What follows belongs to an exercise in optimizing a design on an open flow for small area, a short achievable clock period and few clock cycles per item; a production flow would make more cautious choices. At most, simulation tests tie the RTL to the original design; equivalence was not proved. Power figures rest on the tool's default switching activity, not on a simulated workload.

==> module page_frame_replacement, before the edit <==
module page_frame_replacement (
  input  wire                          clk,
  input  wire                          rst_n,
  input  wire                          start,
  output logic                         busy,
  input  wire  [pfr_pkg::AddrBits-1:0] in_virtual_address,
  input  wire                          in_is_write,
  output logic                         out_valid,
  output logic                         out_hit,
  output logic [3:0]                   out_frame,
  output logic                         out_evicted,
  output logic [19:0]                  out_victim_page,
  output logic                         out_victim_dirty,
  input  wire                          cfg_we,
  input  wire                          cfg_index,
  input  wire  [pfr_pkg::CfgBits-1:0]  cfg_data
);
  localparam int F = Frames;
  logic               busy_r;
  logic               policy_r;
  logic [F-1:1]       act_r;    
  logic [F-1:0]       hge_r;    
  logic [PageBits-1:0] page_r;
  logic               wr_r;
  logic [F-1:0]       match_r;
  logic [F-1:0] act, st_valid, st_dirty, st_refd, st_match;
  logic [F-1:0] ld, touch, clr;
  logic [PageBits-1:0] st_page [F];
  assign act = {act_r, 1'b1};
  for (genvar g = 0; g < F; g++) begin : g_cell
    pfr_cell u_cell (.clk(clk), .rst_n(rst_n),
                     .cmp_page(in_virtual_address[AddrBits-1:PageShift]),
                     .wr_page(page_r), .act(act[g]), .ld(ld[g]), .touch(touch[g]),
                     .wr(wr_r), .clr_ref(clr[g]),
                     .valid(st_valid[g]), .dirty(st_dirty[g]), .refd(st_refd[g]),
                     .match(st_match[g]), .page(st_page[g]));
  end
  logic accept;
  assign accept = start && !busy_r;
  assign busy = busy_r;
  function automatic logic [F-1:0] lowest(input logic [F-1:0] x);
    logic [F/4-1:0] any;
    for (int g = 0; g < F / 4; g++) any[g] = |x[4*g +: 4];
    for (int i = 0; i < F; i++) begin
      lowest[i] = x[i];
      for (int j = 4 * (i / 4); j < i; j++) lowest[i] = lowest[i] && !x[j];
      for (int g = 0; g < i / 4; g++) lowest[i] = lowest[i] && !any[g];
    end
  endfunction
  logic [F-1:0] free, fs;
  logic fill;
  assign free = act & ~st_valid;
  assign fs = lowest(free);
  assign fill = |free;
  logic [F-1:0] r [F];
  logic [F-1:0] lv;
  always_comb begin
    for (int i = 0; i < F; i++) begin
      lv[i] = act[i];
      for (int j = 0; j < F; j++) begin
        if (j < i) lv[i] = lv[i] && (!act[j] || r[j][i]);
        else if (j > i) lv[i] = lv[i] && (!act[j] || !r[i][j]);
      end
    end
  end
  logic [F-1:0] ge, h1, cand, chi, cv, ltv, pass, gt;
  always_comb begin
    logic s;
    ge = (|(hge_r & act)) ? hge_r : '1;
    h1 = ge & ~(ge << 1);
    cand = act & ~st_refd;
    chi = cand & ge;
    if (|chi) cv = lowest(chi);
    else if (|cand) cv = lowest(cand);
    else cv = h1;
    s = 1'b0;
    for (int i = 0; i < F; i++) begin
      gt[i] = s;
      s = s || cv[i];
      ltv[i] = !s;
    end
    if (|chi) pass = ge & ltv;
    else if (|cand) pass = act & (ge | ltv);
    else pass = act;
  end
  logic [F-1:0] ldt_r;
  logic evict_r;
  always_ff @(posedge clk) begin
    match_r <= st_match;
    ldt_r <= fill ? fs : (policy_r == PolClock) ? cv : lv;
    evict_r <= !fill;
  end
  logic [F-1:0] hs, sel;
  logic hit, evict;
  assign hs = lowest(match_r);
  assign hit = |match_r;
  assign evict = !hit && evict_r;
  assign sel = hit ? hs : ldt_r;
  assign touch = busy_r ? hs : '0;
  assign ld = (busy_r && !hit) ? ldt_r : '0;
  assign clr = (busy_r && evict && policy_r == PolClock) ? pass : '0;
  for (genvar i = 0; i < F; i++) begin : g_ri
    for (genvar j = i + 1; j < F; j++) begin : g_rj
      always_ff @(posedge clk) begin
        if (touch[i] || ld[i]) r[i][j] <= 1'b1;
        else if (touch[j] || ld[j]) r[i][j] <= 1'b0;
      end
    end
  end
  logic [3:0] sel_idx;
  logic [PageBits-1:0] vpage;
  logic vdirty;
  always_comb begin
    sel_idx = '0;
    vpage = '0;
    for (int i = 0; i < F; i++) begin
      if (sel[i]) sel_idx = sel_idx | 4'(i);
      if (ldt_r[i]) vpage = vpage | st_page[i];
    end
    vdirty = |(ldt_r & st_dirty);
  end
  always_ff @(posedge clk) begin
    if (busy_r) begin
      page_r <= evict ? vpage : '0;
      wr_r <= evict && vdirty;
    end else begin
      page_r <= in_virtual_address[AddrBits-1:PageShift];
      wr_r <= in_is_write;
    end
  end
  assign out_victim_page = page_r;
  assign out_victim_dirty = wr_r;
  always_ff @(posedge clk) begin
    if (!rst_n) begin
      busy_r <= 1'b0; out_valid <= 1'b0;
      policy_r <= PolLru; act_r <= '1; hge_r <= '1;
    end else begin
      busy_r <= accept;
      out_valid <= busy_r;
      if (cfg_we && !busy_r) begin
        if (cfg_index == CfgPolicy) policy_r <= cfg_data[0];
        else for (int i = 1; i < F; i++) act_r[i] <= (cfg_data > CfgBits'(i));
      end
      if (busy_r && evict && policy_r == PolClock) hge_r <= (|(gt & act)) ? gt : '1;
    end
  end
  always_ff @(posedge clk) begin
    out_hit <= hit;
    out_frame <= sel_idx;
    out_evicted <= evict;
  end
endmodule
export LEC_CHECK = 0
export CAP_MARGIN = 20
export CORE_MARGIN = 2
export CORE_UTILIZATION = 55
export SETUP_SLACK_MARGIN = 4.85
export SLEW_MARGIN = 20
create_clock -name core_clock -period 8.0 [get_ports {clk}]
standard.sh (not shown) runs the stock make flow with config.mk's settings and CLKGATE_MAP_FILE= SYNTH_SCRIPT=/design/flow/synth_recipe.tcl, a recipe that flattens the netlist after the stock synthesis.
==> flow/flow/run.sh <==
#!/bin/bash
bash standard.sh MATCH_CELL_FOOTPRINT=0 finish > standard.log 2>&1
The first run produced a clean layout.
Next try:
--- a/flow/design.v
+++ b/flow/design.v
@@ -66,11 +66,11 @@
 );
   localparam int F = Frames;
   logic               busy_r;
   logic               policy_r;
   logic [F-1:1]       act_r;    
-  logic [F-1:0]       hge_r;    
+  logic [IdxBits-1:0] hand_r;
   logic [PageBits-1:0] page_r;
   logic               wr_r;
   logic [F-1:0]       match_r;
   logic [F-1:0] act, st_valid, st_dirty, st_refd, st_match;
   logic [F-1:0] ld, touch, clr;
@@ -86,16 +86,15 @@
   end
   logic accept;
   assign accept = start && !busy_r;
   assign busy = busy_r;
   function automatic logic [F-1:0] lowest(input logic [F-1:0] x);
-    logic [F/4-1:0] any;
-    for (int g = 0; g < F / 4; g++) any[g] = |x[4*g +: 4];
-    for (int i = 0; i < F; i++) begin
-      lowest[i] = x[i];
-      for (int j = 4 * (i / 4); j < i; j++) lowest[i] = lowest[i] && !x[j];
-      for (int g = 0; g < i / 4; g++) lowest[i] = lowest[i] && !any[g];
+    logic seen;
+    seen = 1'b0;
+    for (int i = 0; i < F; i++) begin
+      lowest[i] = x[i] && !seen;
+      seen = seen || x[i];
     end
   endfunction
   logic [F-1:0] free, fs;
   logic fill;
   assign free = act & ~st_valid;
@@ -110,29 +109,38 @@
         if (j < i) lv[i] = lv[i] && (!act[j] || r[j][i]);
         else if (j > i) lv[i] = lv[i] && (!act[j] || !r[i][j]);
       end
     end
   end
-  logic [F-1:0] ge, h1, cand, chi, cv, ltv, pass, gt;
+  logic [F-1:0] hdec, h1, ge, cand, chi, cv, ltv, pass;
+  logic [IdxBits-1:0] cv_next;
   always_comb begin
     logic s;
-    ge = (|(hge_r & act)) ? hge_r : '1;
-    h1 = ge & ~(ge << 1);
+    for (int i = 0; i < F; i++) hdec[i] = (hand_r == IdxBits'(i)) && act[i];
+    h1 = hdec;
+    h1[0] = !(|hdec[F-1:1]);
+    s = 1'b0;
+    for (int i = 0; i < F; i++) begin
+      s = s || h1[i];
+      ge[i] = s;
+    end
     cand = act & ~st_refd;
     chi = cand & ge;
     if (|chi) cv = lowest(chi);
     else if (|cand) cv = lowest(cand);
     else cv = h1;
     s = 1'b0;
     for (int i = 0; i < F; i++) begin
-      gt[i] = s;
       s = s || cv[i];
       ltv[i] = !s;
     end
     if (|chi) pass = ge & ltv;
     else if (|cand) pass = act & (ge | ltv);
     else pass = act;
+    cv_next = '0;
+    for (int i = 0; i < F - 1; i++)
+      if (cv[i] && act[i + 1]) cv_next = IdxBits'(i + 1);
   end
   logic [F-1:0] ldt_r;
   logic evict_r;
   always_ff @(posedge clk) begin
     match_r <= st_match;
@@ -180,19 +188,19 @@
   assign out_victim_page = page_r;
   assign out_victim_dirty = wr_r;
   always_ff @(posedge clk) begin
     if (!rst_n) begin
       busy_r <= 1'b0; out_valid <= 1'b0;
-      policy_r <= PolLru; act_r <= '1; hge_r <= '1;
+      policy_r <= PolLru; act_r <= '1; hand_r <= '0;
     end else begin
       busy_r <= accept;
       out_valid <= busy_r;
       if (cfg_we && !busy_r) begin
         if (cfg_index == CfgPolicy) policy_r <= cfg_data[0];
         else for (int i = 1; i < F; i++) act_r[i] <= (cfg_data > CfgBits'(i));
       end
-      if (busy_r && evict && policy_r == PolClock) hge_r <= (|(gt & act)) ? gt : '1;
+      if (busy_r && evict && policy_r == PolClock) hand_r <= cv_next;
     end
   end
   always_ff @(posedge clk) begin
     out_hit <= hit;
     out_frame <= sel_idx;
- die area drops by 1.4%
- non-clock buffer count is lower by 23
- sequential cell count falls by 12
- final area fell by about 2.5%
- via count shrinks by 4.4%
- core utilization fell by 0.33 points
- clock skew went down by 0.019 ns
- critical path depth drops by 4
- total power barely changes
- wire length decreases by about 6%
- count of clock-buffer cells in the layout went up by 3
Testbench counts after the change, summed over its fixed seeds: cycles 96,048, items 48,000.
No functional check of the RTL was part of the first run of this note.

## static timing again, ports no longer ideal
The results above use ideal ports. As a check the final layouts listed here were re-extracted and re-timed, cells and wires unchanged. Step 1 assumes that a clkbuf_16 drives the clock port and a buf_2 every other input. Step 2 adds t to the input delays and takes it off the output delays; t is the mean of the earliest and latest rising clock arrival at the registers after step 1. Input paths then give back, and output paths get back, about the clock's delay inside the block. Slacks: ideal ports / drivers / drivers and shift; pairs: ideal ports / drivers.
run	t (ns)	setup WS [ns]	worst hold slack (ns)	worst setup path after step 2	worst register clock-pin slew, ns
the first run	0.722	4.761 / 4.761 / 4.123	0.443 / 0.443 / 0.443	input to register	0.07 / 0.07
the second run	0.706	4.809 / 4.805 / 4.146	0.458 / 0.458 / 0.458	input to register	0.07 / 0.07
After both steps setup and hold are still met in every run listed. The setup slack of the second run, which loses most, moves by -0.004 ns with the drivers and by -0.663 ns with both steps.
